Source: an optimization exercise on an open RTL-to-GDS flow (aim: small area, a short achievable clock period and few clock cycles per item). Production flows keep margins and buffers that such runs may drop. The RTL was checked by simulation tests, not by an equivalence proof against the original design. No activity file was given, so power comes from the tool's default toggle rates.

--- flow/run.sh ---
#!/bin/bash
# synth_recipe.tcl (not shown) runs the flow's synth.tcl, then flattens the netlist and writes it again
# the make line also repeats each setting of config.mk as NAME=value (left out here)
make -C /OpenROAD-flow-scripts/flow DESIGN_CONFIG=/design/flow/config.mk WORK_HOME=/design/flow/orfs CLKGATE_MAP_FILE= SYNTH_SCRIPT=/design/flow/synth_recipe.tcl finish
--- flow/config.mk ---
export PLATFORM = sky130hd
export DESIGN_NAME = roberts_cross_gradient
export DESIGN_NICKNAME = roberts_cross_gradient
export VERILOG_FILES = /design/flow/design.v
export SDC_FILE = /design/flow/constraint.sdc
export NUM_CORES = 4
export LEC_CHECK = 0
export ABC_CLOCK_PERIOD_IN_PS = 2700
export CAP_MARGIN = 20
export CORE_MARGIN = 2
export CORE_UTILIZATION = 40
export SETUP_SLACK_MARGIN = 4.3
export SLEW_MARGIN = 20
--- flow/design.v ---
package rcg_pkg;
   localparam int DEF_MAX_WIDTH  = 256;
   localparam int DEF_MAX_HEIGHT = 4096;
   localparam int CSR_WIDTH      = 11;
   localparam logic [CSR_WIDTH-1:0] WIDTH_RESET = 11'd1024;
   localparam int PIX_W  = 8;
   localparam int GRAD_W = 9;
   localparam int ROW_W  = 12;
   localparam int COL_W  = 10;
   localparam int MAG_W  = 13;
   localparam int SQ_W   = 17;
endpackage
module rcg_sqrt_step
#(
   parameter int J = 1
)(
   input  logic [J-1:0]              rem_in,
   input  logic [(J > 1 ? J-1 : 1)-1:0] root_in,
   input  logic [1:0]                pair,
   output logic [J:0]                rem_out,
   output logic [J-1:0]              root_out
);
   logic [J+1:0] r2, tr;
   logic [J+2:0] d;
   logic         ge;
   assign r2 = {rem_in, pair};
   if (J == 1) begin : g_first
      assign tr       = (J+2)'(1);
      assign root_out = ge;
   end else begin : g_next
      assign tr       = {1'b0, root_in, 2'b01};
      assign root_out = {root_in, ge};
   end
   assign d       = {1'b0, r2} - {1'b0, tr};
   assign ge      = ~d[J+2];
   assign rem_out = ge ? d[J:0] : r2[J:0];
endmodule
import rcg_pkg::*;
module roberts_cross_gradient
#(
   parameter int MAX_WIDTH  = rcg_pkg::DEF_MAX_WIDTH,
   parameter int MAX_HEIGHT = rcg_pkg::DEF_MAX_HEIGHT
)(
   input  logic                     clock,
   input  logic                     reset,
   input  logic                     csr_wr_en,
   input  logic [rcg_pkg::CSR_WIDTH-1:0]     csr_wr_data,
   input  logic                     req_valid,
   output logic                     req_ready,
   input  logic [rcg_pkg::PIX_W-1:0]         req_pixel,
   input  logic                     req_start_of_frame,
   output logic                     rsp_valid,
   input  logic                     rsp_ready,
   output logic [rcg_pkg::ROW_W-1:0]         rsp_out_row,
   output logic [rcg_pkg::COL_W-1:0]         rsp_out_col,
   output logic signed [rcg_pkg::GRAD_W-1:0] rsp_diag_grad,
   output logic signed [rcg_pkg::GRAD_W-1:0] rsp_anti_grad,
   output logic [rcg_pkg::MAG_W-1:0]         rsp_magnitude,
   output logic                     rsp_last
);
   localparam int CW = $clog2(MAX_WIDTH);       
   localparam int RW = $clog2(MAX_HEIGHT);      
   localparam logic [13:0] CUT = 14'b10_1010_1010_1010;
   localparam int NST = 9;    
   logic adv;    
   logic            rdy_ff, sk_v, sk_sof;
   logic [7:0]      sk_p;
   logic            a_v, a_z, a_c0;
   logic [7:0]      a_p;
   logic [CW-1:0]   a_col;
   logic            origin;
   logic [CW:0]     ncol;          
   logic [CW:0]     weff;          
   logic            acc, a_free, src_v, src_sof, ent_z, wrap;
   logic [7:0]      src_p;
   logic [CW-1:0]   ent_col;
   logic [CW:0]     wr_clamp;
   assign req_ready = rdy_ff;
   assign acc     = req_valid & rdy_ff;
   assign a_free  = ~a_v | adv;
   assign src_v   = sk_v | acc;
   assign src_p   = sk_v ? sk_p : req_pixel;
   assign src_sof = sk_v ? sk_sof : req_start_of_frame;
   assign wrap    = ncol >= weff;
   assign ent_z   = src_sof | origin;
   assign ent_col = (ent_z | wrap) ? '0 : ncol[CW-1:0];
   always_comb begin
      if (csr_wr_data < CSR_WIDTH'(2))              wr_clamp = (CW+1)'(2);
      else if (csr_wr_data > CSR_WIDTH'(MAX_WIDTH)) wr_clamp = (CW+1)'(MAX_WIDTH);
      else                                          wr_clamp = csr_wr_data[CW:0];
   end
   always_ff @(posedge clock) begin
      if (reset) begin
         rdy_ff <= 1'b1;
         sk_v   <= 1'b0;
         a_v    <= 1'b0;
         origin <= 1'b1;
         ncol   <= '0;
         weff   <= (CW+1)'(MAX_WIDTH);
      end else begin
         if (csr_wr_en) weff <= wr_clamp;
         if (a_free) begin
            a_v    <= src_v;
            sk_v   <= 1'b0;
            rdy_ff <= 1'b1;
            if (src_v) begin
               origin <= 1'b0;
               ncol   <= (CW+1)'(ent_col) + (CW+1)'(1);
            end
         end else if (acc) begin
            sk_v   <= 1'b1;
            rdy_ff <= 1'b0;
         end
      end
   end
   always_ff @(posedge clock) begin
      if (~a_free & acc) begin
         sk_p   <= req_pixel;
         sk_sof <= req_start_of_frame;
      end
      if (a_free) begin
         a_p   <= src_p;
         a_z   <= ent_z;
         a_col <= ent_col;
         a_c0  <= (ent_col == '0);
      end
   end
   logic [7:0]      line_mem [MAX_WIDTH];
   logic            b_v, b_w, b_z, b_c0;
   logic [7:0]      b_p, u_hold, b_rd;
   logic [CW-1:0]   b_col;
   assign b_rd = line_mem[b_col];
   always_ff @(posedge clock) begin
      if (reset) begin
         b_v <= 1'b0;
         b_w <= 1'b0;
      end else if (adv) begin
         b_v <= a_v;
         b_w <= 1'b0;
      end else begin
         b_w <= b_w | b_v;
      end
   end
   always_ff @(posedge clock) begin
      if (adv) begin
         b_p   <= a_p;
         b_col <= a_col;
         b_z   <= a_z;
         b_c0  <= a_c0;
      end
      if (~b_w) u_hold <= b_rd;
      if (b_v & ~b_w) line_mem[b_col] <= b_p;
   end
   logic            c_v, c_z, c_c0;
   logic [7:0]      c_p, c_u, lp, ulp;
   always_ff @(posedge clock) begin
      if (reset) c_v <= 1'b0;
      else if (adv) c_v <= b_v;
   end
   always_ff @(posedge clock) begin
      if (adv) begin
         c_p  <= b_p;
         c_u  <= b_w ? u_hold : b_rd;
         c_z  <= b_z;
         c_c0 <= b_c0;
      end
      if (adv & c_v) begin
         lp  <= c_p;
         ulp <= c_u;
      end
   end
   logic                     p_v  [NST];
   logic                     p_z  [NST];
   logic                     p_c0 [NST];
   logic signed [GRAD_W-1:0] p_x  [NST];
   logic signed [GRAD_W-1:0] p_y  [NST];
   logic [SQ_W-1:0]          e_s;
   logic signed [2*GRAD_W-1:0] xsq, ysq;
   assign xsq = p_x[0] * p_x[0];
   assign ysq = p_y[0] * p_y[0];
   always_ff @(posedge clock) begin
      if (reset) begin
         for (int k = 0; k < NST; k++) p_v[k] <= 1'b0;
      end else if (adv) begin
         p_v[0] <= c_v;
         for (int k = 1; k < NST; k++) p_v[k] <= p_v[k-1];
      end
   end
   always_ff @(posedge clock) begin
      if (adv) begin
         p_z[0]  <= c_z;
         p_c0[0] <= c_c0;
         p_x[0]  <= $signed({1'b0, ulp}) - $signed({1'b0, c_p});
         p_y[0]  <= $signed({1'b0, c_u}) - $signed({1'b0, lp});
         for (int k = 1; k < NST; k++) begin
            p_z[k]  <= p_z[k-1];
            p_c0[k] <= p_c0[k-1];
            p_x[k]  <= p_x[k-1];
            p_y[k]  <= p_y[k-1];
         end
         e_s <= xsq[SQ_W-1:0] + ysq[SQ_W-1:0];
      end
   end
   logic [15:0] rem_c  [15];
   logic [13:0] root_c [15];
   logic [15:0] rem_q  [15];
   logic [13:0] root_q [15];
   logic [SQ_W-1:0] s_q [15];
   logic [SQ_W-1:0] s_at [15];    
   assign rem_c[0]  = '0;
   assign root_c[0] = '0;
   assign s_at[0]   = e_s;
   for (genvar j = 1; j <= 14; j++) begin : g_step
      logic [15:0] rin;
      logic [13:0] oin;
      logic [SQ_W-1:0] sin;
      logic [1:0]  pair;
      logic [j:0]  rout;
      logic [j-1:0] oout;
      if (j > 1 && CUT[j-2]) begin : g_reg
         assign rin = rem_q[j-1];
         assign oin = root_q[j-1];
         assign sin = s_q[j-1];
      end else begin : g_comb
         assign rin = rem_c[j-1];
         assign oin = root_c[j-1];
         assign sin = s_at[j-1];
      end
      assign s_at[j] = sin;
      if (14 - j >= 5) begin : g_pair
         localparam int LO = 2 * (14 - j - 5);
         if (LO + 1 < SQ_W) begin : g_two
            assign pair = sin[LO+1:LO];
         end else begin : g_one
            assign pair = {1'b0, sin[LO]};
         end
      end else begin : g_zero
         assign pair = 2'b00;
      end
      rcg_sqrt_step #(.J(j)) u_step (
         .rem_in   (rin[j-1:0]),
         .root_in  (oin[(j > 1 ? j-1 : 1)-1:0]),
         .pair     (pair),
         .rem_out  (rout),
         .root_out (oout)
      );
      assign rem_c[j]  = 16'(rout);
      assign root_c[j] = 14'(oout);
      if (CUT[j-1]) begin : g_cut
         always_ff @(posedge clock) begin
            if (adv) begin
               rem_q[j]  <= rem_c[j];
               root_q[j] <= root_c[j];
               s_q[j]    <= sin;
            end
         end
      end
   end
   localparam int LS = NST - 1;
   logic [RW-1:0]   rr;
   logic [CW-1:0]   rc;
   logic [RW-1:0]   pos_r, rr_inc;
   logic [CW-1:0]   pos_c;
   logic            l_v, r1, c1, has_res;
   logic [12:0]     mag;
   assign l_v     = p_v[LS];
   assign rr_inc  = (rr == RW'(MAX_HEIGHT - 1)) ? rr : rr + RW'(1);
   assign pos_r   = p_z[LS] ? '0 : p_c0[LS] ? rr_inc : rr;
   assign pos_c   = (p_z[LS] | p_c0[LS]) ? '0 : rc + CW'(1);
   assign r1      = ~p_z[LS] & (p_c0[LS] ? (rr == '0) : (rr == RW'(1)));
   assign c1      = ~p_z[LS] & ~p_c0[LS] & (rc == '0);
   assign has_res = ~p_z[LS] & ~p_c0[LS] & (rr != '0);
   assign mag     = 13'((15'(root_q[14]) + 15'(1)) >> 1);
   always_ff @(posedge clock) begin
      if (adv & l_v) begin
         rr <= pos_r;
         rc <= pos_c;
      end
   end
   logic            o_v, o_last, o_c1;
   logic [1:0]      o_kind;
   logic [RW-1:0]   o_row;
   logic [CW-1:0]   o_col;
   logic signed [GRAD_W-1:0] o_diag, o_anti;
   logic [12:0]     o_mag;
   logic            o_en, o_more;
   assign o_more = o_v & ~o_last;
   assign o_en   = ~o_v | rsp_ready;
   assign adv    = ~o_v | (rsp_ready & o_last);
   always_ff @(posedge clock) begin
      if (reset) o_v <= 1'b0;
      else if (o_en) o_v <= o_more | (l_v & has_res);
   end
   always_ff @(posedge clock) begin
      if (o_en) begin
         if (o_more) begin
            unique case (o_kind)
               2'd0: begin    
                  o_kind <= 2'd1;
                  o_col  <= CW'(1);
                  o_diag <= o_anti;
                  o_anti <= o_diag;
                  o_last <= 1'b0;
               end
               2'd1: begin    
                  o_kind <= o_c1 ? 2'd2 : 2'd3;
                  o_row  <= RW'(1);
                  if (o_c1) o_col <= '0;
                  o_diag <= o_c1 ? -o_diag : -o_anti;
                  o_anti <= o_c1 ? -o_anti : -o_diag;
                  o_last <= ~o_c1;
               end
               default: begin    
                  o_kind <= 2'd3;
                  o_col  <= CW'(1);
                  o_diag <= o_anti;
                  o_anti <= o_diag;
                  o_last <= 1'b1;
               end
            endcase
         end else begin
            o_c1  <= c1;
            o_mag <= mag;
            o_row <= r1 ? '0 : pos_r;
            o_col <= c1 ? '0 : pos_c;
            if (r1) begin
               o_kind <= c1 ? 2'd0 : 2'd1;
               o_diag <= c1 ? -p_x[LS] : -p_y[LS];
               o_anti <= c1 ? -p_y[LS] : -p_x[LS];
               o_last <= 1'b0;
            end else begin
               o_kind <= c1 ? 2'd2 : 2'd3;
               o_diag <= c1 ? p_y[LS] : p_x[LS];
               o_anti <= c1 ? p_x[LS] : p_y[LS];
               o_last <= ~c1;
            end
         end
      end
   end
   assign rsp_valid     = o_v;
   assign rsp_out_row   = o_row;
   assign rsp_out_col   = COL_W'(o_col);
   assign rsp_diag_grad = o_diag;
   assign rsp_anti_grad = o_anti;
   assign rsp_magnitude = o_mag;
   assign rsp_last      = o_last;
endmodule
--- flow/constraint.sdc ---
create_clock -name core_clock -period 7.0 [get_ports {clock}]
set_input_delay 1.4000 -clock core_clock [delete_from_list [all_inputs] [get_ports {clock}]]
set_output_delay 1.4000 -clock core_clock [all_outputs]
set_load 0.01 [all_outputs]
==> results of run 1 <==
==> worst register-to-register path: stages, from the launching register on <==
cell      delay, ns
edfxtp_1       0.51
buf_6          0.18
and2_4         0.13
fa_2           0.56
fa_1           0.42
ha_1           0.30
fa_1           0.50
inv_1          0.05
fa_1           0.45
fa_1           0.50
inv_2          0.05
ha_4           0.21
ha_4           0.16
fa_2           0.35
a21o_1         0.18
a21oi_2        0.16
o21bai_1       0.09
a21oi_2        0.20
o21ai_2        0.09
a21o_1         0.19
a21oi_2        0.13
xnor2_1        0.07
==> per-layer routing <==
metal,up-vias,global-route usage [%],share of wire [%]
li1,25400,-,-
met1,31000,27.7,43
met2,2188,30.3,47
met3,337,3.84,7.8
met4,0,4.57,2.1
met5,-,0,0
==> cell families after synthesis <==
group / after synthesis
AOI/OAI and AO/OA: 637
xor gates and xnor gates: 154
adders and majority gates: 340
buffers and inverters: 608
DFF: 2584
muxes: 735
other: 1
and+or+nand+nor: 1063
==> path summary, 6_finish.rpt <==
check / from / endpoint / slack (ns) / cells past startpoint
worst max-delay path: p_x[0][2]$_DFFE_PN_ / e_s[15]$_DFFE_PN_ / 1.20 / 21
worst min-delay path: g_step[3].sin[8]$_DFFE_PN_ / g_step[5].sin[8]$_DFFE_PN_ / 0.37 / 0
worst max register to register: p_x[0][2]$_DFFE_PN_ / e_s[15]$_DFFE_PN_ / 1.20 / 21
worst min register to register: g_step[3].sin[8]$_DFFE_PN_ / g_step[5].sin[8]$_DFFE_PN_ / 0.37 / 0
==> power by group <==
group / switching, mW / leakage [nW] / total, mW / internal (mW)
registers: 0.405 / 23.8 / 19.1 / 18.7
clock network: 5.95 / 4.17 / 13.9 / 7.99
logic: 11.1 / 15.6 / 23.3 / 12.2
total: 17.5 / 43.6 / 56.4 / 38.9
==> registers in the layout, summed over array words and instances, names as in the netlist, 12 cells and up, named ones only <==
name,cells
e_s,17
g_step.sin,30
line_mem,2048
o_mag,13
o_row,12
p_x,81
p_y,81
rem_q,46
root_q,56
rr,12
==> repair_timing <==
action	CTS	global route
setup buffers	286	192
gates cloned	33	14
pin swaps	158	124
endpoints found under the setup margin	2539	1430
gates resized for setup	1151	288
hold buffers	0	0
==> cell type report <==
| cell class | instances | share of cell area [%] |
|---|---|---|
| clock buffers | 359 | 5.68 |
| repair inverters | 3 | 0.0160 |
| diodes | 4 | 0.00753 |
| multi-input cells | 2938 | 25.5 |
| well taps | 3570 | 3.36 |
| clock inverters | 133 | 0.757 |
| repair buffers | 696 | 5.69 |
| inverters | 318 | 0.931 |
| flip-flops and latches | 2584 | 58.0 |
==> cell usage in the layout (no fill, tap or decap), types with 71 or more instances in the layout <==
master,synthesis,layout
edfxtp_1,2533,2533
mux4_2,514,514
buf_4,38,427
clkbuf_16,0,296
inv_1,317,282
nand2_1,266,236
nor2_4,0,187
nor2_1,440,165
ha_1,200,159
a21oi_1,185,152
fa_1,140,130
mux2i_1,159,124
o21ai_0,176,106
xnor2_1,94,91
nor2_2,0,89
buf_6,15,71
==> results.json, run 1 <==
{
  "outcome": "timing/DRC/antenna clean",
  "cts-root-buf": "clkbuf_16",
  "setup.worst_path.start_class": "flip-flop",
  "grt_usage_pct": 19.3,
  "ir_worst_vdd_mv": 1.72,
  "grt_pass1_wl_mm": 397,
  "drt-initial-drc-count": 6214,
  "stdcell_count": 10600,
  "n_fill_cell": 22100,
  "cp.buffers_inverters": 3,
  "via_per_inst": 5.55,
  "clkLatencyLatePin_ns": 0.88,
  "fmax_ghz": 0.172,
  "ys_seq_elements": 2584,
  "die_height_um": 526,
  "multi_input_area_sq_um": 33900,
  "path_cells": "buf_6, and2_4, fa_2, fa_1, ha_1, fa_1, inv_1, fa_1, fa_1, inv_2, ha_4, ha_4, fa_2, a21o_1, a21oi_2, o21bai_1, a21oi_2, o21ai_2, a21o_1, a21oi_2, xnor2_1",
  "final-hold-violation-count": 0,
  "crit_type": "flip-flop to flip-flop",
  "synthAdderAreaFrac_pct": 4.87,
  "placed_area_sq_um": 114000,
  "synth-compound-area-share_pct": 3.70,
  "die_x_um": 526,
  "post-route-util_pct": 49.0,
  "cp_slowest_stage_delay_ns": 0.55,
  "cts.sinks": 2584,
  "synth_area_per_cell_sq_um": 17.8,
  "antenna_left": 0,
  "synth_most_common_cell": "edfxtp_1",
  "max_cap_violations": 0,
  "power_leakage_nw": 43.6,
  "syn_area_sq_um": 109000,
  "crit_top_cell": "fa_1",
  "grt_max_degree": 225,
  "setup_viol": 0,
  "end_kind": "flip-flop",
  "synthTopCellsByArea": "edfxtp_1, mux4_2, fa_1",
  "critical_path.max_fanout": 5,
  "ys_async_sr_fraction_pct": 0,
  "drc": 0,
  "post-route-period-util_pct": 82.9,
  "drive_above_1_share_pct": 33.1,
  "synth_largest_area_cell": "edfxtp_1",
  "synth_warnings": 12,
  "hold_class": "flip-flop to flip-flop",
  "muxShareOfSynthArea_pct": 12.7,
  "p_total_mw": 56.4,
  "maxSlewHeadroom_pct": 28.9,
  "place_ws_ns": 0.734,
  "rows": 191,
  "synth_common_cells": "edfxtp_1, mux4_2, nor2_1",
  "numPortBuffers": 78,
  "num_vias": 58900,
  "yosys.area_share.simple_pct": 4.34,
  "synth_edf_count": 2533,
  "powerDensity_nw_per_um2": 425,
  "synthFlopType": "edfxtp_1",
  "first_global_vias": 58300,
  "synth.distinct_cells": 82,
  "seq_area_sq_um": 77100,
  "dp_cells": 9581,
  "hold_ws_ns": 0.366,
  "synth_xor_area_share_pct": 1.24,
  "routed_wl_mm": 276,
  "syn_inst": 6122,
  "wire_per_inst_um": 26.0,
  "finalSetupTns_ns": 0,
  "worst_path_dominant_cell_family": "adder cells",
  "setup_ws_ns": 1.20,
  "worstMarginPinSlew_ns": 1.06,
  "nets": 7187,
  "cts_tree": "done",
  "finalInstanceArea_sq_um": 133000,
  "drt_first_pass_iters": 5,
  "cts.path.max_buffers": 4,
  "place_congestion": 0.835,
  "cts_inserted_buffers": 281,
  "critPathSlowestCell": "fa_2",
  "start_util_pct": 40.2,
  "period_minus_slack_ns": 5.80,
  "core-area_sq_um": 271000,
  "crit_required_ns": 7.53,
  "io_pins": 81,
  "grt_antenna_before_repair": 3,
  "cp_data_arrival_time_ns": 6.33,
  "synth_top_area_share_pct": 69.8,
  "hpwlAfterDp_mm": 158,
  "finClkSkew_ns": 0.116,
  "rsz0062_at_grt": "true",
  "clkTransAtPathRegs_ns": 0.06,
  "dieArea_sq_um": 277000,
  "slew_violations": 0,
  "synth_top_family_by_area": "multiplexers",
  "htree_num_levels": 5,
  "syn_to_final_growth_pct": 21.9,
  "synth-seq-area-share_pct": 70.7,
  "grt_remaining_overflow": 0
}
Testbench counts, summed over its fixed seeds: cycles 20,187, items 17,628.
==> run 2, diff against run 1 <==
--- a/flow/design.v
+++ b/flow/design.v
@@ -11,4 +11,96 @@
    localparam int SQ_W   = 17;
 endpackage
+module rcg_sumsq (
+   input  logic [7:0]  a,
+   input  logic [7:0]  b,
+   output logic [16:0] r0,
+   output logic [16:0] r1,
+   output logic [16:0] r2
+);
+   logic t1, t2, t3, t4, t5, t6, t7, t8, t9, t10, t11, t12;
+   logic t13, t14, t15, t16, t17, t18, t19, t20, t21, t22, t23, t24;
+   logic t25, t26, t27, t28, t29, t30, t31, t32, t33, t34, t35, t36;
+   logic t37, t38, t39, t40, t41, t42, t43, t44, t45, t46, t47, t48;
+   logic t49, t50, t51, t52, t53, t54, t55, t56, t57, t58, t59, t60;
+   logic t61, t62, t63, t64, t65, t66, t67, t68, t69, t70, t71, t72;
+   logic t73, t74;
+   assign t1 = (a[0] & a[7]) ^ (a[1] & a[6]);
+   assign t2 = (a[0] & a[7]) & (a[1] & a[6]);
+   assign t3 = (a[0] & a[5]) ^ (a[1] & a[4]) ^ (a[2] & a[3]);
+   assign t4 = ((a[0] & a[5]) & (a[1] & a[4])) | ((a[0] & a[5]) & (a[2] & a[3])) | ((a[1] & a[4]) & (a[2] & a[3]));
+   assign t5 = (a[0] & a[6]) ^ (a[1] & a[5]);
+   assign t6 = (a[0] & a[6]) & (a[1] & a[5]);
+   assign t7 = t1 ^ (a[2] & a[5]) ^ (a[3] & a[4]);
+   assign t8 = (t1 & (a[2] & a[5])) | (t1 & (a[3] & a[4])) | ((a[2] & a[5]) & (a[3] & a[4]));
+   assign t9 = a[4] ^ (b[0] & b[7]) ^ (b[1] & b[6]);
+   assign t10 = (a[4] & (b[0] & b[7])) | (a[4] & (b[1] & b[6])) | ((b[0] & b[7]) & (b[1] & b[6]));
+   assign t11 = t2 ^ (a[1] & a[7]) ^ (a[2] & a[6]);
+   assign t12 = (t2 & (a[1] & a[7])) | (t2 & (a[2] & a[6])) | ((a[1] & a[7]) & (a[2] & a[6]));
+   assign t13 = (a[3] & a[5]) ^ (b[1] & b[7]);
+   assign t14 = (a[3] & a[5]) & (b[1] & b[7]);
+   assign t15 = (a[2] & a[7]) ^ (a[3] & a[6]) ^ (a[4] & a[5]);
+   assign t16 = ((a[2] & a[7]) & (a[3] & a[6])) | ((a[2] & a[7]) & (a[4] & a[5])) | ((a[3] & a[6]) & (a[4] & a[5]));
+   assign t17 = a[5] ^ (b[2] & b[7]) ^ (b[3] & b[6]);
+   assign t18 = (a[5] & (b[2] & b[7])) | (a[5] & (b[3] & b[6])) | ((b[2] & b[7]) & (b[3] & b[6]));
+   assign t19 = (a[0] & a[3]) ^ (a[1] & a[2]) ^ a[2];
+   assign t20 = ((a[0] & a[3]) & (a[1] & a[2])) | ((a[0] & a[3]) & a[2]) | ((a[1] & a[2]) & a[2]);
+   assign t21 = (a[0] & a[4]) ^ (a[1] & a[3]);
+   assign t22 = (a[0] & a[4]) & (a[1] & a[3]);
+   assign t23 = t3 ^ a[3] ^ (b[0] & b[5]);
+   assign t24 = (t3 & a[3]) | (t3 & (b[0] & b[5])) | (a[3] & (b[0] & b[5]));
+   assign t25 = (b[1] & b[4]) ^ (b[2] & b[3]);
+   assign t26 = (b[1] & b[4]) & (b[2] & b[3]);
+   assign t27 = t4 ^ t5 ^ (a[2] & a[4]);
+   assign t28 = (t4 & t5) | (t4 & (a[2] & a[4])) | (t5 & (a[2] & a[4]));
+   assign t29 = (b[0] & b[6]) ^ (b[1] & b[5]) ^ (b[2] & b[4]);
+   assign t30 = ((b[0] & b[6]) & (b[1] & b[5])) | ((b[0] & b[6]) & (b[2] & b[4])) | ((b[1] & b[5]) & (b[2] & b[4]));
+   assign t31 = t6 ^ t7 ^ t9;
+   assign t32 = (t6 & t7) | (t6 & t9) | (t7 & t9);
+   assign t33 = (b[2] & b[5]) ^ (b[3] & b[4]) ^ b[4];
+   assign t34 = ((b[2] & b[5]) & (b[3] & b[4])) | ((b[2] & b[5]) & b[4]) | ((b[3] & b[4]) & b[4]);
+   assign t35 = t8 ^ t10 ^ t11;
+   assign t36 = (t8 & t10) | (t8 & t11) | (t10 & t11);
+   assign t37 = t13 ^ (b[2] & b[6]) ^ (b[3] & b[5]);
+   assign t38 = (t13 & (b[2] & b[6])) | (t13 & (b[3] & b[5])) | ((b[2] & b[6]) & (b[3] & b[5]));
+   assign t39 = t12 ^ t14 ^ t15;
+   assign t40 = (t12 & t14) | (t12 & t15) | (t14 & t15);
+   assign t41 = t17 ^ (b[4] & b[5]) ^ b[5];
+   assign t42 = (t17 & (b[4] & b[5])) | (t17 & b[5]) | ((b[4] & b[5]) & b[5]);
+   assign t43 = t16 ^ t18 ^ (a[3] & a[7]);
+   assign t44 = (t16 & t18) | (t16 & (a[3] & a[7])) | (t18 & (a[3] & a[7]));
+   assign t45 = (a[4] & a[6]) ^ (b[3] & b[7]) ^ (b[4] & b[6]);
+   assign t46 = ((a[4] & a[6]) & (b[3] & b[7])) | ((a[4] & a[6]) & (b[4] & b[6])) | ((b[3] & b[7]) & (b[4] & b[6]));
+   assign t47 = (a[4] & a[7]) ^ (a[5] & a[6]) ^ a[6];
+   assign t48 = ((a[4] & a[7]) & (a[5] & a[6])) | ((a[4] & a[7]) & a[6]) | ((a[5] & a[6]) & a[6]);
+   assign t49 = (b[4] & b[7]) ^ (b[5] & b[6]) ^ b[6];
+   assign t50 = ((b[4] & b[7]) & (b[5] & b[6])) | ((b[4] & b[7]) & b[6]) | ((b[5] & b[6]) & b[6]);
+   assign t51 = (a[0] & a[1]) ^ a[1];
+   assign t52 = (a[0] & a[1]) & a[1];
+   assign t53 = t19 ^ (b[0] & b[3]);
+   assign t54 = t19 & (b[0] & b[3]);
+   assign t55 = t20 ^ t21 ^ (b[0] & b[4]);
+   assign t56 = (t20 & t21) | (t20 & (b[0] & b[4])) | (t21 & (b[0] & b[4]));
+   assign t57 = t22 ^ t23 ^ t25;
+   assign t58 = (t22 & t23) | (t22 & t25) | (t23 & t25);
+   assign t59 = t24 ^ t26 ^ t27;
+   assign t60 = (t24 & t26) | (t24 & t27) | (t26 & t27);
+   assign t61 = t28 ^ t30 ^ t31;
+   assign t62 = (t28 & t30) | (t28 & t31) | (t30 & t31);
+   assign t63 = t32 ^ t34 ^ t35;
+   assign t64 = (t32 & t34) | (t32 & t35) | (t34 & t35);
+   assign t65 = t36 ^ t38 ^ t39;
+   assign t66 = (t36 & t38) | (t36 & t39) | (t38 & t39);
+   assign t67 = t40 ^ t42 ^ t43;
+   assign t68 = (t40 & t42) | (t40 & t43) | (t42 & t43);
+   assign t69 = t44 ^ t46 ^ t47;
+   assign t70 = (t44 & t46) | (t44 & t47) | (t46 & t47);
+   assign t71 = t48 ^ t50 ^ (a[5] & a[7]);
+   assign t72 = (t48 & t50) | (t48 & (a[5] & a[7])) | (t50 & (a[5] & a[7]));
+   assign t73 = (a[6] & a[7]) ^ a[7] ^ (b[6] & b[7]);
+   assign t74 = ((a[6] & a[7]) & a[7]) | ((a[6] & a[7]) & (b[6] & b[7])) | (a[7] & (b[6] & b[7]));
+   assign r0 = {1'b0, t74, t72, t70, t68, t66, t64, t62, t60, t58, t56, t54, t53, t52, t51, 1'b0, a[0]};
+   assign r1 = {1'b0, 1'b0, t73, t71, t69, t67, t65, t63, t61, t59, t57, t55, (b[1] & b[2]), (a[0] & a[2]), (b[0] & b[1]), 1'b0, b[0]};
+   assign r2 = {1'b0, 1'b0, b[7], (b[5] & b[7]), t49, t45, t41, t37, t33, t29, b[3], (b[1] & b[3]), b[2], (b[0] & b[2]), b[1], 1'b0, 1'b0};
+endmodule
 module rcg_sqrt_step
 #(
@@ -61,6 +153,6 @@
    localparam int CW = $clog2(MAX_WIDTH);       
    localparam int RW = $clog2(MAX_HEIGHT);      
-   localparam logic [13:0] CUT = 14'b10_1010_1010_1010;
-   localparam int NST = 9;    
+   localparam logic [13:0] CUT = 14'b11_1111_1111_1100;
+   localparam int NST = 15;   
    logic adv;    
    logic            rdy_ff, sk_v, sk_sof;
@@ -106,5 +198,5 @@
             if (src_v) begin
                origin <= 1'b0;
-               ncol   <= (CW+1)'(ent_col) + (CW+1)'(1);
+               ncol   <= (ent_z | wrap) ? (CW+1)'(1) : ncol + (CW+1)'(1);
             end
          end else if (acc) begin
@@ -128,27 +220,44 @@
    logic [7:0]      line_mem [MAX_WIDTH];
    logic            b_v, b_w, b_z, b_c0;
-   logic [7:0]      b_p, u_hold, b_rd;
-   logic [CW-1:0]   b_col;
-   assign b_rd = line_mem[b_col];
+   logic [7:0]      u_hold, b_rd, b_p;
+   logic [7:0]      b_pq [4];
+   logic [15:0]     b_lq [4];
+   logic [3:0]      b_g;
+   logic [7:0]      grp [16];
+   always_comb begin
+      for (int g = 0; g < 16; g++) begin
+         grp[g] = '0;
+         for (int k = 0; k < 16; k++) grp[g] |= line_mem[16*g+k] & {8{b_lq[g/4][k]}};
+      end
+      b_rd = u_hold & {8{b_w}};
+      for (int g = 0; g < 16; g++) b_rd |= grp[g] & {8{b_g[g%4]}};
+      b_p = b_pq[0] | b_pq[1] | b_pq[2] | b_pq[3];
+   end
    always_ff @(posedge clock) begin
       if (reset) begin
          b_v <= 1'b0;
          b_w <= 1'b0;
+         b_g <= '0;
       end else if (adv) begin
          b_v <= a_v;
          b_w <= 1'b0;
+         b_g <= a_v ? 4'(1) << a_col[5:4] : '0;
       end else begin
          b_w <= b_w | b_v;
+         b_g <= '0;
       end
    end
    always_ff @(posedge clock) begin
       if (adv) begin
-         b_p   <= a_p;
-         b_col <= a_col;
-         b_z   <= a_z;
-         b_c0  <= a_c0;
+         for (int q = 0; q < 4; q++) begin
+            b_pq[q] <= (a_col[7:6] == 2'(q)) ? a_p : '0;
+            b_lq[q] <= (a_col[7:6] == 2'(q)) ? 16'(1) << a_col[3:0] : '0;
+         end
+         b_z  <= a_z;
+         b_c0 <= a_c0;
       end
       if (~b_w) u_hold <= b_rd;
-      if (b_v & ~b_w) line_mem[b_col] <= b_p;
+      for (int i = 0; i < MAX_WIDTH; i++)
+         if (b_g[(i/16)%4] & b_lq[i/64][i%16]) line_mem[i] <= b_pq[i/64];
    end
    logic            c_v, c_z, c_c0;
@@ -161,5 +270,5 @@
       if (adv) begin
          c_p  <= b_p;
-         c_u  <= b_w ? u_hold : b_rd;
+         c_u  <= b_rd;
          c_z  <= b_z;
          c_c0 <= b_c0;
@@ -175,8 +284,14 @@
    logic signed [GRAD_W-1:0] p_x  [NST];
    logic signed [GRAD_W-1:0] p_y  [NST];
+   logic [7:0]               d_ax, d_ay;
+   logic [16:0]              sq_r0, sq_r1, sq_r2, e_r0, e_r1, e_r2;
    logic [SQ_W-1:0]          e_s;
-   logic signed [2*GRAD_W-1:0] xsq, ysq;
-   assign xsq = p_x[0] * p_x[0];
-   assign ysq = p_y[0] * p_y[0];
+   rcg_sumsq u_sumsq (
+      .a  (d_ax),
+      .b  (d_ay),
+      .r0 (sq_r0),
+      .r1 (sq_r1),
+      .r2 (sq_r2)
+   );
    always_ff @(posedge clock) begin
       if (reset) begin
@@ -199,5 +314,10 @@
             p_y[k]  <= p_y[k-1];
          end
-         e_s <= xsq[SQ_W-1:0] + ysq[SQ_W-1:0];
+         d_ax <= (ulp >= c_p) ? ulp - c_p : c_p - ulp;
+         d_ay <= (c_u >= lp) ? c_u - lp : lp - c_u;
+         e_r0 <= sq_r0;
+         e_r1 <= sq_r1;
+         e_r2 <= sq_r2;
+         e_s  <= SQ_W'(e_r0 + e_r1 + e_r2);
       end
    end
--- a/flow/config.mk
+++ b/flow/config.mk
@@ -9,5 +9,5 @@
 export CAP_MARGIN = 20
 export CORE_MARGIN = 2
-export CORE_UTILIZATION = 40
-export SETUP_SLACK_MARGIN = 4.3
+export CORE_UTILIZATION = 60
+export SETUP_SLACK_MARGIN = 4.0
 export SLEW_MARGIN = 20
==> run 2 against run 1 <==
Non-clock buffer count down 252. Largest cell class unchanged. Combinational power decreased by 77%. Sequential power increased by 12%. Critical path depth decreased by 13. First-iteration DRC count rose by 130%. Area after synthesis rose by 4.6%. Still clean on timing, DRC and antenna. Final area down 1.6%. Hold slack improved by 0.029 ns. Global-route usage up 22 points.
==> results.json, run 2 <==
{
  "synth_largest_area_cell": "edfxtp_1",
  "cts_inserted_buffers": 307,
  "period_minus_slack_ns": 3.26,
  "htree_num_levels": 5,
  "nets": 7255,
  "synth_top_area_share_pct": 76.4,
  "synthTopCellsByArea": "edfxtp_1, a22o_1, a221oi_1",
  "postCtsHoldBufs": 0,
  "most-common-layout-cells": "edfxtp_1, a22o_1, and2_1",
  "synthFlopType": "edfxtp_1",
  "regMostFlops": "line_mem",
  "synth_edf_count": 2900,
  "die_height_um": 440,
  "fmax_ghz": 0.306,
  "routed_wl_mm": 408,
  "ys_seq_elements": 2945,
  "numPortBuffers": 78,
  "grt_pass1_wl_mm": 539,
  "syn_area_sq_um": 114000,
  "cts.path.max_buffers": 4,
  "via_per_inst": 7.32,
  "synth_common_cells": "edfxtp_1, a22o_1, a221oi_1",
  "syn_to_final_growth_pct": 14.6,
  "drt-initial-drc-count": 14100,
  "synth-seq-area-share_pct": 77.2,
  "grtUsageMet1_pct": 54.8,
  "io_pins": 81,
  "clkLatencyLatePin_ns": 0.97,
  "grt_usage_pct": 41.4,
  "post-route-util_pct": 68.9,
  "crit_top_cell": "nand4_1",
  "finClkSkew_ns": 0.0533,
  "path_cells": "buf_6, buf_4, a22o_1, a221oi_2, nand4_1, or4_4, a22oi_2, nand4_1",
  "setup_viol": 0,
  "grt_remaining_overflow": 0,
  "rsz0062_at_grt": "true",
  "cts-root-buf": "clkbuf_16",
  "grt_max_degree": 185,
  "wire_per_inst_um": 41.8,
  "critPathSlowestCell": "or4_4",
  "worstMarginPinSlew_ns": 1.23,
  "grt-busiest-layer": "met2",
  "clkTransAtPathRegs_ns": 0.06,
  "ir_worst_vdd_mv": 0.557,
  "synth_most_common_cell": "edfxtp_1",
  "final-hold-violation-count": 0,
  "hold_class": "flip-flop to flip-flop",
  "core-area_sq_um": 190000,
  "crit_type": "flip-flop to flip-flop",
  "first_global_vias": 65800,
  "cp_data_arrival_time_ns": 3.91,
  "post-route-period-util_pct": 46.6,
  "power_leakage_nw": 45.4,
  "num_vias": 71400,
  "met2_usage_pct": 58.6,
  "slew_violations": 0,
  "synth_warnings": 16,
  "antenna_left": 0,
  "grt_use_met3_pct": 17.1,
  "outcome": "timing/DRC/antenna clean",
  "synth_area_per_cell_sq_um": 17.2,
  "max_cap_violations": 0,
  "die_x_um": 440,
  "ys_async_sr_fraction_pct": 0,
  "drive_above_1_share_pct": 14.9,
  "cts_tree": "done",
  "drt_first_pass_iters": 8,
  "powerDensity_nw_per_um2": 322,
  "cp_slowest_stage_delay_ns": 0.67,
  "synth.distinct_cells": 81,
  "hpwlAfterDp_mm": 233,
  "rows": 160,
  "final_common_cell": "edfxtp_1",
  "largest_reg_flops": 2048,
  "syn_inst": 6614,
  "place_congestion": 0.948,
  "maxSlewHeadroom_pct": 18.0,
  "dieArea_sq_um": 194000,
  "setup.worst_path.start_class": "flip-flop",
  "drc": 0,
  "crit_required_ns": 7.65,
  "reg_top3": "line_mem: 2048 flops, p_x: 133 flops, p_y: 133 flops",
  "finalInstanceArea_sq_um": 131000,
  "grt_antenna_before_repair": 25,
  "cts.sinks": 2945,
  "end_kind": "flip-flop",
  "critical_path.max_fanout": 3,
  "start_util_pct": 60.1,
  "placed_area_sq_um": 118000
}
## run 2: cell count changes in the layout (fill, tap and decap cells not counted), moves of 187 or more
cell      previous run  this run
buf_4              427       233
edfxtp_1          2533      2900
a221oi_1            13       251
a22oi_1              4       271
and2_1              34       333
a22o_1               0       374
nor2_4             187         0
mux4_2             514         0
## run 2: cell families (layout without fill, tap and decap cells)
| kind of cell | count (synthesis) | count (layout) | synth area share [%] |
|---|---|---|---|
| AO/OA/AOI/OAI | 1413 | 1413 | 9.93 |
| XOR/XNOR | 152 | 152 | 1.17 |
| adder cells (fa/ha/maj) | 218 | 218 | 2.70 |
| buffers and inverters | 590 | 1196 | 2.42 |
| flip-flops | 2945 | 2945 | 77.2 |
| multiplexers | 94 | 94 | 0.899 |
| other | 1 | 29 | 0.00329 |
| AND/OR/NAND/NOR | 1201 | 1201 | 5.72 |
## run 2: timing repair
action / 4_1_cts / 5_1_grt
buffers inserted: 75 / 84
endpoints found under the setup margin: 795 / 504
resized for setup: 388 / 145
pin swaps: 42 / 67
cloned: 4 / 9
## run 2: area by class of cell
type                       count  area, sq um
tap                         2511         3140
fill                       12400        58900
inverter                     234          892
sequential                  2945        88000
timing repair buffer         444         4780
clock buffer                 390         8090
multi-input combinational   3080        24700
clock inverter               128         1050
antenna                       27         67.6
## run 2: final timing paths
kind | end | cells after the start | start | slack [ns]
hold / removal | p_x[1][1]$_DFFE_PN_ | 0 | p_x[0][1]$_DFFE_PN_ | 0.40
setup / recovery | c_u[0]$_DFFE_PN_ | 8 | b_lq[0][1]$_SDFFCE_PP0N_ | 3.74
setup reg to reg | c_u[0]$_DFFE_PN_ | 8 | b_lq[0][1]$_SDFFCE_PP0N_ | 3.74
hold reg to reg | p_x[1][1]$_DFFE_PN_ | 0 | p_x[0][1]$_DFFE_PN_ | 0.40
## run 2: power by group
group | internal (mW) | switching (mW)
Clock | 8.76 | 6.63
Combinational | 2.49 | 2.90
Sequential | 20.7 | 0.628
Total | 32.0 | 10.2
## run 2: worst max-delay path, delay by kind of cell, from the launching register on
kind            cells  cell delay, ns
compound gates      3            0.95
buf+inv             2            0.33
flops               1            0.40
simple gates        3            1.25
## run 2: layer usage
| layer | wire [um] | share of wire [%] | vias to the layer above |
|---|---|---|---|
| li1 | - | - | 27300 |
| met1 | 136000 | 33 | 35400 |
| met2 | 170000 | 42 | 7144 |
| met3 | 74800 | 18 | 1557 |
| met4 | 27200 | 6.7 | 10 |
| met5 | 201 | 0.049 | - |
## run 2: stage by stage
| step | setup WS [ns] | setup TNS (ns) | hold WS, ns | cells | power [mW] |
|---|---|---|---|---|---|
| floorplan | -6.09 | -4418.18 | 0.400 | 6615 | 25.3 |
| global placement | 2.57 | 0 | 0.401 | 9038 | 26.7 |
| detailed placement | 2.52 | 0 | 0.405 | 9041 | 26.9 |
| CTS | 3.97 | 0 | 0.401 | 9638 | 42.0 |
| global route | 3.80 | 0 | 0.407 | 9733 | 43.5 |
| finish | 3.74 | 0 | 0.396 | 9759 | 42.1 |
Testbench counts of run 2, summed over its fixed seeds: cycles 20,283, items 17,628.
==> run 3, diff against run 2 <==
--- a/flow/config.mk
+++ b/flow/config.mk
@@ -9,5 +9,5 @@
 export CAP_MARGIN = 20
 export CORE_MARGIN = 2
-export CORE_UTILIZATION = 60
+export CORE_UTILIZATION = 40
 export SETUP_SLACK_MARGIN = 4.0
 export SLEW_MARGIN = 20
==> run 3 against run 2 <==
Flip-flop and latch count did not move. Count of clock-buffer cells in the layout shrank 11. Cell count grew 14%. Clock skew rose by 0.11 ns. Synthesized cell count stayed put. Sequential power barely moved. Worst setup slack got worse by 0.15 ns. Area after synthesis is the same. Global-route usage down 13 points. Register-to-register slack worse by 0.15 ns.
==> results.json, run 3 <==
{
  "max_cap_violations": 0,
  "hpwlAfterDp_mm": 237,
  "outcome": "timing/DRC/antenna clean",
  "setup_viol": 0,
  "ys_seq_elements": 2945,
  "switching_power_mw": 10.2,
  "stdcell_count": 11100,
  "numPortBuffers": 78,
  "synth_top_area_share_pct": 76.4,
  "rsz0062_at_grt": "true",
  "setup_ws_ns": 3.59,
  "finalSetupTns_ns": 0,
  "start_util_pct": 40.1,
  "dp_cells": 10300,
  "routed_wl_mm": 431,
  "grt-busiest-layer": "met2",
  "wire_per_inst_um": 38.8,
  "nets": 7293,
  "synth_common_cells": "edfxtp_1, a22o_1, a221oi_1",
  "p_int_mw": 32.7,
  "die_x_um": 538,
  "end_kind": "flip-flop",
  "cts-root-buf": "clkbuf_16",
  "grtUsageMet1_pct": 36.1,
  "grt_pass1_wl_mm": 568,
  "synthFlopType": "edfxtp_1",
  "reg_top3": "line_mem: 2048 flops, p_x: 133 flops, p_y: 133 flops",
  "most-common-layout-cells": "edfxtp_1, a22o_1, and2_1",
  "synth.distinct_cells": 81,
  "cp_data_arrival_time_ns": 3.93,
  "die_height_um": 538,
  "num_vias": 73100,
  "synth_most_common_cell": "edfxtp_1",
  "drive_above_1_share_pct": 16.1,
  "via_per_inst": 6.59,
  "rows": 196,
  "setup.worst_path.start_class": "flip-flop",
  "met2_usage_pct": 40.9,
  "hold_ws_ns": 0.383,
  "hold_start": "p_x[5][4]$_DFFE_PN_",
  "maxSlewHeadroom_pct": 16.7,
  "fmax_ghz": 0.293,
  "clkTransAtPathRegs_ns": 0.06,
  "syn_area_sq_um": 114000,
  "timing.rr.start": "b_lq[2][7]$_SDFFCE_PP0N_",
  "cp-startpoint": "b_lq[2][7]$_SDFFCE_PP0N_",
  "period_minus_slack_ns": 3.41,
  "htree_num_levels": 5,
  "synthTopCellsByArea": "edfxtp_1, a22o_1, a221oi_1",
  "cts_inserted_buffers": 310,
  "switching_share_pct": 23.9,
  "drc": 0,
  "cts_tree": "done",
  "grt_antenna_before_repair": 55,
  "synth_largest_area_cell": "edfxtp_1",
  "syn_to_final_growth_pct": 17.4,
  "final-hold-violation-count": 0,
  "grt_use_met3_pct": 11.5,
  "clkLatencyLatePin_ns": 0.93,
  "drt-initial-drc-count": 15500,
  "first_global_vias": 68000,
  "regMostFlops": "line_mem",
  "syn_inst": 6614,
  "synth_warnings": 16,
  "grt_max_degree": 185,
  "cts.sinks": 2945,
  "p_clk_share_pct": 38.4,
  "hold_class": "flip-flop to flip-flop",
  "worstMarginPinSlew_ns": 1.25,
  "ys_async_sr_fraction_pct": 0,
  "cts.path.max_buffers": 4,
  "antenna_left": 0,
  "final_common_cell": "edfxtp_1",
  "place_congestion": 0.971,
  "critical_path.max_fanout": 17,
  "grt_usage_pct": 28.7,
  "powerDensity_nw_per_um2": 321,
  "crit_required_ns": 7.52,
  "placed_area_sq_um": 119000,
  "power_leakage_nw": 46.3,
  "largest_reg_flops": 2048,
  "dieArea_sq_um": 289000,
  "slew_violations": 0,
  "synth_area_per_cell_sq_um": 17.2,
  "post-route-period-util_pct": 48.8,
  "finClkSkew_ns": 0.161,
  "grt_remaining_overflow": 0,
  "power_frac_comb_pct": 11.9,
  "core-area_sq_um": 284000,
  "place_ws_ns": 2.48,
  "io_pins": 81,
  "synth_edf_count": 2900,
  "ir_worst_vdd_mv": 0.213,
  "synth-seq-area-share_pct": 77.2,
  "p_seq_share_pct": 49.7,
  "crit_type": "flip-flop to flip-flop",
  "finalInstanceArea_sq_um": 134000,
  "drt_first_pass_iters": 6
}
run 3: cell counts after synthesis:
No cell type changed its count.
run 3: logic make-up after synthesis:
group	after synthesis	share of synthesized area [%]
DFF	2945	77.2
AOI/OAI and AO/OA	1413	9.93
and+or+nand+nor	1201	5.72
buffers and inverters	590	2.42
adders and majority gates	218	2.70
xor gates and xnor gates	152	1.17
muxes	94	0.899
other	1	0.00329
run 3: final timing paths:
kind | slack [ns] | endpoint | cells past startpoint
worst max-delay path | 3.59 | c_u[3]$_DFFE_PN_ | 7
worst min-delay path | 0.38 | p_x[6][4]$_DFFE_PN_ | 0
worst max register to register | 3.59 | c_u[3]$_DFFE_PN_ | 7
worst min register to register | 0.38 | p_x[6][4]$_DFFE_PN_ | 0
run 3: area by class of cell:
class,instances,area [sq um]
diodes,40,100
clock buffers,379,8240
clock inverters,176,1700
fillers,23600,150000
inverters,234,890
multi-input cells,3081,24700
flip-flops and latches,2945,88000
well taps,3762,4710
repair buffers,477,5560
repair inverters,1,5.00
run 3: power groups by stage:
stage | Combinational (mW) | Sequential [mW] | Clock [mW]
final | 5.13 | 21.3 | 16.5
after global routing | 5.77 | 21.5 | 17.2
after CTS | 4.99 | 21.4 | 16.5
after detailed placement | 4.90 | 21.7 | 0
after global placement | 4.80 | 21.7 | 0
after floorplan | 3.85 | 21.5 | 0
run 3: critical path: stages, from the launching register on:
cell	delay, ns
edfxtp_1	0.42
buf_4	0.29
a22o_1	0.30
a221oi_4	0.39
nand4_1	0.36
or4_1	0.52
a22oi_2	0.51
nand4_1	0.22
run 3: routing by layer:
metal	vias up	share of wire, %
met5	-	0.035
met4	22	8.0
met3	1794	17
met2	7511	41
met1	36300	33
li1	27500	-
run 3: through the flow:
step	util (%)	power, mW
finish	47.1	43.0
floorplan	-	25.3
global placement	41.9	26.5
CTS	46.7	42.9
global route	47.1	44.4
detailed placement	41.9	26.6
run 3: what timing repair did:
item / 4_1_cts / 5_1_grt
hold buffers: 0 / 0
gates resized for setup: 481 / 96
pin swaps: 79 / 56
setup endpoints to repair: 827 / 164
buffers inserted: 122 / 63
cloned: 18 / 8
==> run 4, diff against run 3 <==
--- a/flow/design.v
+++ b/flow/design.v
@@ -219,10 +219,11 @@
    end
    logic [7:0]      line_mem [MAX_WIDTH];
-   logic            b_v, b_w, b_z, b_c0;
-   logic [7:0]      u_hold, b_rd, b_p;
+   logic            b_v, b_z, b_c0;
+   logic [7:0]      b_p;
    logic [7:0]      b_pq [4];
    logic [15:0]     b_lq [4];
    logic [3:0]      b_g;
    logic [7:0]      grp [16];
+   logic [7:0]      b_rq [4];
    always_comb begin
       for (int g = 0; g < 16; g++) begin
@@ -230,6 +231,8 @@
          for (int k = 0; k < 16; k++) grp[g] |= line_mem[16*g+k] & {8{b_lq[g/4][k]}};
       end
-      b_rd = u_hold & {8{b_w}};
-      for (int g = 0; g < 16; g++) b_rd |= grp[g] & {8{b_g[g%4]}};
+      for (int q = 0; q < 4; q++) begin
+         b_rq[q] = '0;
+         for (int g = 4*q; g < 4*q+4; g++) b_rq[q] |= grp[g] & {8{b_g[g%4]}};
+      end
       b_p = b_pq[0] | b_pq[1] | b_pq[2] | b_pq[3];
    end
@@ -237,13 +240,8 @@
       if (reset) begin
          b_v <= 1'b0;
-         b_w <= 1'b0;
          b_g <= '0;
       end else if (adv) begin
          b_v <= a_v;
-         b_w <= 1'b0;
          b_g <= a_v ? 4'(1) << a_col[5:4] : '0;
-      end else begin
-         b_w <= b_w | b_v;
-         b_g <= '0;
       end
    end
@@ -257,10 +255,11 @@
          b_c0 <= a_c0;
       end
-      if (~b_w) u_hold <= b_rd;
       for (int i = 0; i < MAX_WIDTH; i++)
-         if (b_g[(i/16)%4] & b_lq[i/64][i%16]) line_mem[i] <= b_pq[i/64];
+         if (adv & b_g[(i/16)%4] & b_lq[i/64][i%16]) line_mem[i] <= b_pq[i/64];
    end
    logic            c_v, c_z, c_c0;
    logic [7:0]      c_p, c_u, lp, ulp;
+   logic [7:0]      c_uq [4];
+   assign c_u = c_uq[0] | c_uq[1] | c_uq[2] | c_uq[3];
    always_ff @(posedge clock) begin
       if (reset) c_v <= 1'b0;
@@ -270,5 +269,5 @@
       if (adv) begin
          c_p  <= b_p;
-         c_u  <= b_rd;
+         for (int q = 0; q < 4; q++) c_uq[q] <= b_rq[q];
          c_z  <= b_z;
          c_c0 <= b_c0;
@@ -404,11 +403,59 @@
    logic signed [GRAD_W-1:0] o_diag, o_anti;
    logic [12:0]     o_mag;
-   logic            o_en, o_more;
+   logic            o_en, o_more, o_take, l_res, adv_ff;
+   logic            k_v, f_last, f_c1, k_last, k_c1;
+   logic [1:0]      f_kind, k_kind;
+   logic [RW-1:0]   f_row, k_row;
+   logic [CW-1:0]   f_col, k_col;
+   logic signed [GRAD_W-1:0] f_diag, f_anti, k_diag, k_anti;
+   logic [12:0]     k_mag;
+   assign adv    = adv_ff;
+   assign l_res  = adv & l_v & has_res;
    assign o_more = o_v & ~o_last;
    assign o_en   = ~o_v | rsp_ready;
-   assign adv    = ~o_v | (rsp_ready & o_last);
+   assign o_take = o_en & ~o_more;           
+   always_comb begin
+      f_c1  = c1;
+      f_row = r1 ? '0 : pos_r;
+      f_col = c1 ? '0 : pos_c;
+      if (r1) begin
+         f_kind = c1 ? 2'd0 : 2'd1;
+         f_diag = c1 ? -p_x[LS] : -p_y[LS];
+         f_anti = c1 ? -p_y[LS] : -p_x[LS];
+         f_last = 1'b0;
+      end else begin
+         f_kind = c1 ? 2'd2 : 2'd3;
+         f_diag = c1 ? p_y[LS] : p_x[LS];
+         f_anti = c1 ? p_x[LS] : p_y[LS];
+         f_last = ~c1;
+      end
+   end
+   always_ff @(posedge clock) begin
+      if (reset) begin
+         o_v    <= 1'b0;
+         k_v    <= 1'b0;
+         adv_ff <= 1'b1;
+      end else begin
+         if (o_en) o_v <= o_more | k_v | l_res;
+         if (k_v) begin
+            k_v    <= ~o_take;
+            adv_ff <= o_take;
+         end else begin
+            k_v    <= l_res & ~o_take;
+            adv_ff <= ~(l_res & ~o_take);
+         end
+      end
+   end
    always_ff @(posedge clock) begin
-      if (reset) o_v <= 1'b0;
-      else if (o_en) o_v <= o_more | (l_v & has_res);
+      if (~k_v & l_res & ~o_take) begin
+         k_kind <= f_kind;
+         k_c1   <= f_c1;
+         k_row  <= f_row;
+         k_col  <= f_col;
+         k_diag <= f_diag;
+         k_anti <= f_anti;
+         k_mag  <= mag;
+         k_last <= f_last;
+      end
    end
    always_ff @(posedge clock) begin
@@ -439,20 +486,22 @@
                end
             endcase
+         end else if (k_v) begin
+            o_kind <= k_kind;
+            o_c1   <= k_c1;
+            o_row  <= k_row;
+            o_col  <= k_col;
+            o_diag <= k_diag;
+            o_anti <= k_anti;
+            o_mag  <= k_mag;
+            o_last <= k_last;
          end else begin
-            o_c1  <= c1;
-            o_mag <= mag;
-            o_row <= r1 ? '0 : pos_r;
-            o_col <= c1 ? '0 : pos_c;
-            if (r1) begin
-               o_kind <= c1 ? 2'd0 : 2'd1;
-               o_diag <= c1 ? -p_x[LS] : -p_y[LS];
-               o_anti <= c1 ? -p_y[LS] : -p_x[LS];
-               o_last <= 1'b0;
-            end else begin
-               o_kind <= c1 ? 2'd2 : 2'd3;
-               o_diag <= c1 ? p_y[LS] : p_x[LS];
-               o_anti <= c1 ? p_x[LS] : p_y[LS];
-               o_last <= ~c1;
-            end
+            o_kind <= f_kind;
+            o_c1   <= f_c1;
+            o_row  <= f_row;
+            o_col  <= f_col;
+            o_diag <= f_diag;
+            o_anti <= f_anti;
+            o_mag  <= mag;
+            o_last <= f_last;
          end
       end
--- a/flow/config.mk
+++ b/flow/config.mk
@@ -6,8 +6,7 @@
 export NUM_CORES = 4
 export LEC_CHECK = 0
-export ABC_CLOCK_PERIOD_IN_PS = 2700
 export CAP_MARGIN = 20
 export CORE_MARGIN = 2
-export CORE_UTILIZATION = 40
+export CORE_UTILIZATION = 60
 export SETUP_SLACK_MARGIN = 4.0
 export SLEW_MARGIN = 20
==> run 4 against run 3 <==
Cell count is 11% lower. Register-to-register slack improved by 0.38 ns. Count of clock-buffer cells in the layout rose by 22. Final area down 2.6%. Area after synthesis rose by 2.5%. Combinational power decreased by 4.3%.
==> results.json, run 4 <==
{
  "outcome": "timing/DRC/antenna clean",
  "cts-root-buf": "clkbuf_16",
  "synth_largest_area_cell": "edfxtp_1",
  "cp_data_arrival_time_ns": 3.69,
  "synth-seq-area-share_pct": 77.1,
  "largest_reg_flops": 2048,
  "finClkSkew_ns": 0.0570,
  "antenna_left": 0,
  "slew_violations": 0,
  "maxSlewHeadroom_pct": 21.9,
  "core-area_sq_um": 194000,
  "place_congestion": 0.832,
  "nets": 7355,
  "end_kind": "flip-flop",
  "synthTopCellsByArea": "edfxtp_1, a221oi_1, a22o_1",
  "hold_class": "flip-flop to flip-flop",
  "powerDensity_nw_per_um2": 327,
  "setup.worst_path.start_class": "flip-flop",
  "cts.sinks": 3017,
  "most-common-layout-cells": "edfxtp_1, a22oi_1, a221oi_1",
  "cts_tree": "done",
  "timing.rr.start": "c_uq[1][0]$_DFFE_PP_",
  "synth_common_cells": "edfxtp_1, clkbuf_1, a221oi_1, a22oi_1, a22o_1",
  "hold_ws_ns": 0.394,
  "r2r_end": "d_ay[6]$_DFFE_PP_",
  "start_util_pct": 60.2,
  "via_per_inst": 6.55,
  "clkLatencyLatePin_ns": 0.94,
  "placed_area_sq_um": 120000,
  "regMostFlops": "line_mem",
  "synth.distinct_cells": 78,
  "final_common_cell": "edfxtp_1",
  "crit_type": "flip-flop to flip-flop",
  "drt_first_pass_iters": 5,
  "finalSetupTns_ns": 0,
  "final-hold-violation-count": 0,
  "setup_viol": 0,
  "htree_num_levels": 5,
  "synth_most_common_cell": "edfxtp_1",
  "grt_antenna_before_repair": 4,
  "synth_warnings": 18,
  "critical_path.max_fanout": 3,
  "synthFlopType": "edfxtp_1",
  "synth_top_area_share_pct": 76.3,
  "drive_above_1_share_pct": 10.2,
  "rsz0062_at_grt": "true",
  "post-route-period-util_pct": 43.4,
  "grt_pass1_wl_mm": 415,
  "period_minus_slack_ns": 3.04,
  "drt-initial-drc-count": 7747,
  "die_x_um": 445,
  "ys_async_sr_fraction_pct": 0,
  "clkTransAtPathRegs_ns": 0.06,
  "ir_worst_vdd_mv": 0.200,
  "max_cap_violations": 0,
  "first_global_vias": 63400,
  "grt_max_degree": 150,
  "ys_seq_elements": 3017,
  "grt_remaining_overflow": 0,
  "cts_inserted_buffers": 315,
  "synth_edf_count": 2971,
  "rr_worst_depth": 13,
  "grt_usage_pct": 28.1,
  "syn_area_sq_um": 117000,
  "routed_wl_mm": 279,
  "syn_inst": 6967,
  "numPortBuffers": 78,
  "wire_per_inst_um": 28.3,
  "syn_to_final_growth_pct": 11.6,
  "drc": 0,
  "synth_area_per_cell_sq_um": 16.8,
  "crit_required_ns": 7.65,
  "worstMarginPinSlew_ns": 1.17,
  "io_pins": 81,
  "die_height_um": 445,
  "hpwlAfterDp_mm": 161,
  "place_ws_ns": 3.33,
  "setup_ws_ns": 3.96,
  "num_vias": 64700,
  "dieArea_sq_um": 198000,
  "finalInstanceArea_sq_um": 130000,
  "power_leakage_nw": 48.1,
  "cp-endpoint": "d_ay[6]$_DFFE_PP_",
  "rrSetupSlack_ns": 3.96,
  "fmax_ghz": 0.329,
  "reg_top3": "line_mem: 2048 flops, p_x: 133 flops, p_y: 133 flops",
  "rows": 162,
  "cp-startpoint": "c_uq[1][0]$_DFFE_PP_",
  "cts.path.max_buffers": 4
}
==> run 4: worst min-delay path by stage <==
stage	startpoint	to	slack, ns	cells after the start
after CTS	g_step[4].sin[9]$_DFFE_PP_	g_step[5].sin[9]$_DFFE_PP_	0.39	0
final	g_step[4].sin[9]$_DFFE_PP_	g_step[5].sin[9]$_DFFE_PP_	0.39	0
after floorplan	a_c0$_DFFE_PP_	b_c0$_DFFE_PP_	0.40	0
after detailed placement	g_step[4].sin[1]$_DFFE_PP_	g_step[5].sin[1]$_DFFE_PP_	0.40	0
after global placement	g_step[4].sin[8]$_DFFE_PP_	g_step[5].sin[8]$_DFFE_PP_	0.40	0
after global routing	g_step[4].sin[9]$_DFFE_PP_	g_step[5].sin[9]$_DFFE_PP_	0.41	0
==> run 4: per-layer routing <==
| metal | routed length [um] | track usage (%) | up-vias |
|---|---|---|---|
| li1 | - | - | 28300 |
| met1 | 117000 | 41.2 | 33100 |
| met2 | 132000 | 43.9 | 2914 |
| met3 | 22400 | 4.42 | 447 |
| met4 | 8300 | 8.90 | 2 |
| met5 | 13 | 0 | - |
==> run 4: cell type report <==
class                           count  area [sq um]
Antenna cell                        6          15.0
Clock buffer                      401          8370
Clock inverter                    137          1320
Fill cell                       13200         63800
Inverter                          232           878
Multi-Input combinational cell   3309         24600
Sequential cell                  3017         90200
Tap cell                         2542          3180
Timing Repair Buffer              237          1900
==> run 4: logic make-up after synthesis <==
group,synth area share [%]
compound gates,10.2
xor+xnor,1.03
fa+ha+maj,2.63
buf+inv,2.09
flops,77.1
mux,1.12
other cells,0.00321
simple gates,5.82
==> run 4: timing repair <==
item                       CTS  global route
hold buffers                 0             0
pin swaps                    8            16
gates cloned                 1             1
resized for setup          203            38
setup endpoints to repair  491            55
buffers inserted            27             8
==> run 4: power by group <==
part,switching (mW),leakage [nW],internal (mW),total [mW]
sequential,0.545,31.1,21.2,21.7
clock,6.58,4.75,9.37,15.9
combinational,2.58,12.3,2.33,4.91
total,9.70,48.1,32.9,42.6
==> run 4: critical path, cell delays in order (launching register included) <==
cell and delay, ns:
edfxtp_1 0.37, or4_4 0.57, inv_4 0.07, ha_4 0.12
inv_2 0.04, fa_2 0.36, a21o_1 0.20, a21oi_2 0.19
buf_4 0.14, buf_6 0.09, o21bai_1 0.05, a21oi_1 0.18
xnor2_1 0.12, mux2_4 0.27
==> run 4: stage by stage <==
stage | util [%] | power [mW] | instances
finish | 67.2 | 42.6 | 9881
global route | 67.1 | 44.4 | 9876
CTS | 67.0 | 42.8 | 9865
detailed placement | 62.0 | 26.9 | 9299
global placement | 62.0 | 26.7 | 9299
floorplan | - | 25.7 | 6968
Testbench counts of run 4, summed over its fixed seeds: cycles 20,259, items 17,628.
==> run 5, diff against run 4 <==
--- a/flow/config.mk
+++ b/flow/config.mk
@@ -9,4 +9,5 @@
 export CORE_MARGIN = 2
 export CORE_UTILIZATION = 60
+export CTS_BUF_LIST = sky130_fd_sc_hd__clkbuf_8
 export SETUP_SLACK_MARGIN = 4.0
 export SLEW_MARGIN = 20
==> run 5 against run 4 <==
First-iteration DRC count shrank 12%. Clock power shrank 15%. Maximum frequency shrank 2.7%. Flip-flop and latch count is the same. Combinational power is essentially flat. Synthesized cell count is the same. Power shrank 5.9%. Count of clock-buffer cells in the layout grew 91. Die area is the same. Largest cell class unchanged.
==> results.json, run 5 <==
{
  "drt-initial-drc-count": 6796,
  "wire_per_inst_um": 27.5,
  "crit_type": "flip-flop to output port",
  "num_vias": 65500,
  "cts_tree": "done",
  "worstMarginPinSlew_ns": 1.15,
  "cts-root-buf": "clkbuf_8",
  "power_leakage_nw": 48.4,
  "placed_area_sq_um": 120000,
  "post-route-period-util_pct": 44.6,
  "numPortBuffers": 78,
  "grt_max_degree": 150,
  "end_kind": "output port",
  "grt_remaining_overflow": 0,
  "fmax_ghz": 0.320,
  "via_per_inst": 6.42,
  "grt_antenna_before_repair": 4,
  "rows": 162,
  "synthFlopType": "edfxtp_1",
  "critical_path.max_fanout": 1,
  "reg_top3": "line_mem: 2048 flops, p_x: 133 flops, p_y: 133 flops",
  "rsz0062_at_grt": "true",
  "antenna_left": 0,
  "routed_wl_mm": 281,
  "maxSlewHeadroom_pct": 23.3,
  "finalSetupTns_ns": 0,
  "hold_ws_ns": 0.386,
  "worst_path_dominant_cell_family": "flip-flops",
  "dieArea_sq_um": 198000,
  "drc": 0,
  "cts.sinks": 3017,
  "finClkSkew_ns": 0.0603,
  "cp_slowest_stage_delay_ns": 0.46,
  "ys_seq_elements": 3017,
  "start_util_pct": 60.2,
  "cp_data_arrival_time_ns": 1.72,
  "synth_most_common_cell": "edfxtp_1",
  "io_pins": 81,
  "largest_reg_flops": 2048,
  "p_total_mw": 40.1,
  "synth_largest_area_cell": "edfxtp_1",
  "stdcell_count": 10200,
  "die_height_um": 445,
  "seq_area_sq_um": 90200,
  "final_common_cell": "edfxtp_1",
  "cts_inserted_buffers": 479,
  "drt_first_pass_iters": 6,
  "synth-seq-area-share_pct": 77.1,
  "max_cap_violations": 0,
  "synth.distinct_cells": 78,
  "finalInstanceArea_sq_um": 129000,
  "final-hold-violation-count": 0,
  "cts.path.max_buffers": 4,
  "first_global_vias": 64600,
  "multi_input_area_sq_um": 24500,
  "crit_required_ns": 5.60,
  "syn_area_sq_um": 117000,
  "synth_warnings": 18,
  "die_x_um": 445,
  "setup_ws_ns": 3.88,
  "ys_async_sr_fraction_pct": 0,
  "synth_common_cells": "edfxtp_1, clkbuf_1, a221oi_1, a22oi_1, a22o_1",
  "synthTopCellsByArea": "edfxtp_1, a221oi_1, a22o_1",
  "htree_num_levels": 5,
  "clkLatencyLatePin_ns": 1.11,
  "grt_pass1_wl_mm": 417,
  "setup.worst_path.start_class": "flip-flop",
  "n_fill_cell": 13500,
  "clkTransAtPathRegs_ns": 0.06,
  "drive_above_1_share_pct": 12.1,
  "critPathSlowestCell": "edfxtp_1",
  "nets": 7530,
  "core-area_sq_um": 194000,
  "hold_class": "flip-flop to flip-flop",
  "synth_area_per_cell_sq_um": 16.8,
  "place_ws_ns": 3.33,
  "outcome": "timing/DRC/antenna clean",
  "syn_to_final_growth_pct": 10.5,
  "dp_cells": 9299,
  "path_cells": "buf_2",
  "syn_inst": 6967,
  "powerDensity_nw_per_um2": 310,
  "synth_edf_count": 2971,
  "period_minus_slack_ns": 3.12,
  "cp.buffers_inverters": 1,
  "synth_top_area_share_pct": 76.3,
  "place_congestion": 0.832,
  "post-route-util_pct": 66.5,
  "regMostFlops": "line_mem",
  "grt_usage_pct": 28.2,
  "postCtsHoldBufs": 0,
  "most-common-layout-cells": "edfxtp_1, clkbuf_8, inv_1",
  "slew_violations": 0,
  "hpwlAfterDp_mm": 161,
  "ir_worst_vdd_mv": 0.215,
  "setup_viol": 0
}
[run 5: kinds of logic after synthesis]
logic type,count (synthesis),synth area share [%]
flip-flops,3017,77.1
AND/OR/NAND/NOR,1266,5.82
buffers and inverters,644,2.09
multiplexers,122,1.12
adder cells (fa/ha/maj),218,2.63
XOR/XNOR,137,1.03
AO/OA/AOI/OAI,1562,10.2
other,1,0.00321
[run 5: cell type report]
type | count | area share [%]
multi-input combinational | 3309 | 19.0
timing repair buffer | 248 | 1.47
clock buffer | 492 | 5.24
sequential | 3017 | 69.8
clock inverter | 360 | 1.33
antenna | 7 | 0.0136
inverter | 232 | 0.680
tap | 2542 | 2.46
[run 5: worst reg2reg max path, stage by stage (launching register included)]
cell and delay, ns:
edfxtp_1 0.37, or4_4 0.57, inv_4 0.07, ha_4 0.12, inv_2 0.04, fa_2 0.36, a21o_1 0.18, a21oi_2 0.17
o21ai_2 0.08, a21oi_2 0.17, o21a_2 0.24, buf_12 0.13, mux2_4 0.29
[run 5: layer usage]
metal / global-route usage (%) / vias up / wire length (um)
met5: 0 / - / 27
met4: 9.11 / 4 / 8270
met3: 4.66 / 509 / 22600
met2: 44.4 / 3020 / 133000
met1: 40.8 / 33300 / 117000
li1: - / 28700 / -
[run 5: worst paths after layout]
kind         depth (start not counted)                          to                  startpoint  slack, ns
min reg2reg                          0  g_step[5].sin[9]$_DFFE_PP_  g_step[4].sin[9]$_DFFE_PP_       0.39
min                                  0  g_step[5].sin[9]$_DFFE_PP_  g_step[4].sin[9]$_DFFE_PP_       0.39
max                                  1            rsp_magnitude[2]          o_mag[2]$_DFFE_PP_       3.88
max reg2reg                         12           d_ay[7]$_DFFE_PP_        c_uq[0][0]$_DFFE_PP_       3.94
[run 5: where the power goes]
| group | leakage (nW) | total, mW | internal, mW | switching [mW] |
|---|---|---|---|---|
| logic | 12.4 | 4.90 | 2.32 | 2.57 |
| clock network | 4.96 | 13.5 | 6.81 | 6.64 |
| registers | 31.1 | 21.7 | 21.2 | 0.543 |
[run 5: what timing repair did]
action                     CTS  global route
setup buffers               27            19
pin swaps                    9            16
setup endpoints to repair  492           101
gates resized for setup    249            29
cloned                       1             1

[port drivers added, routing unchanged]
No port has a modelled driver above. Below, the same layouts with a new extraction and two added sets of constraints.
Step 1: set_driving_cell puts a clkbuf_16 on clock and a buf_2 on each other input, an assumption about the parent block.
Step 2, shift: input delay + t, output delay - t, t = (earliest + latest rising clock arrival at the registers) / 2. This alone moves slack from input paths to output paths.
Slacks: ideal / step 1 / step 2; pairs: ideal / step 1.
run	t, ns	setup WS [ns]	worst register clock-pin slew, ns	worst data-port slew with drivers (ns)
run 1	0.916	1.200 / 1.200 / 1.200	0.07 / 0.07	0.06
run 2	1.038	3.736 / 3.736 / 2.949	0.07 / 0.07	0.04
run 3	0.943	3.586 / 3.586 / 3.203	0.07 / 0.07	0.12
run 4	1.006	3.962 / 3.924 / 3.300	0.07 / 0.07	0.04
run 5	1.174	3.879 / 3.794 / 3.340	0.07 / 0.07	0.04
After both steps every run listed still meets setup and hold. For run 2, which loses most, drivers alone change the setup slack by 0.000 ns; drivers and shift together by -0.787 ns.
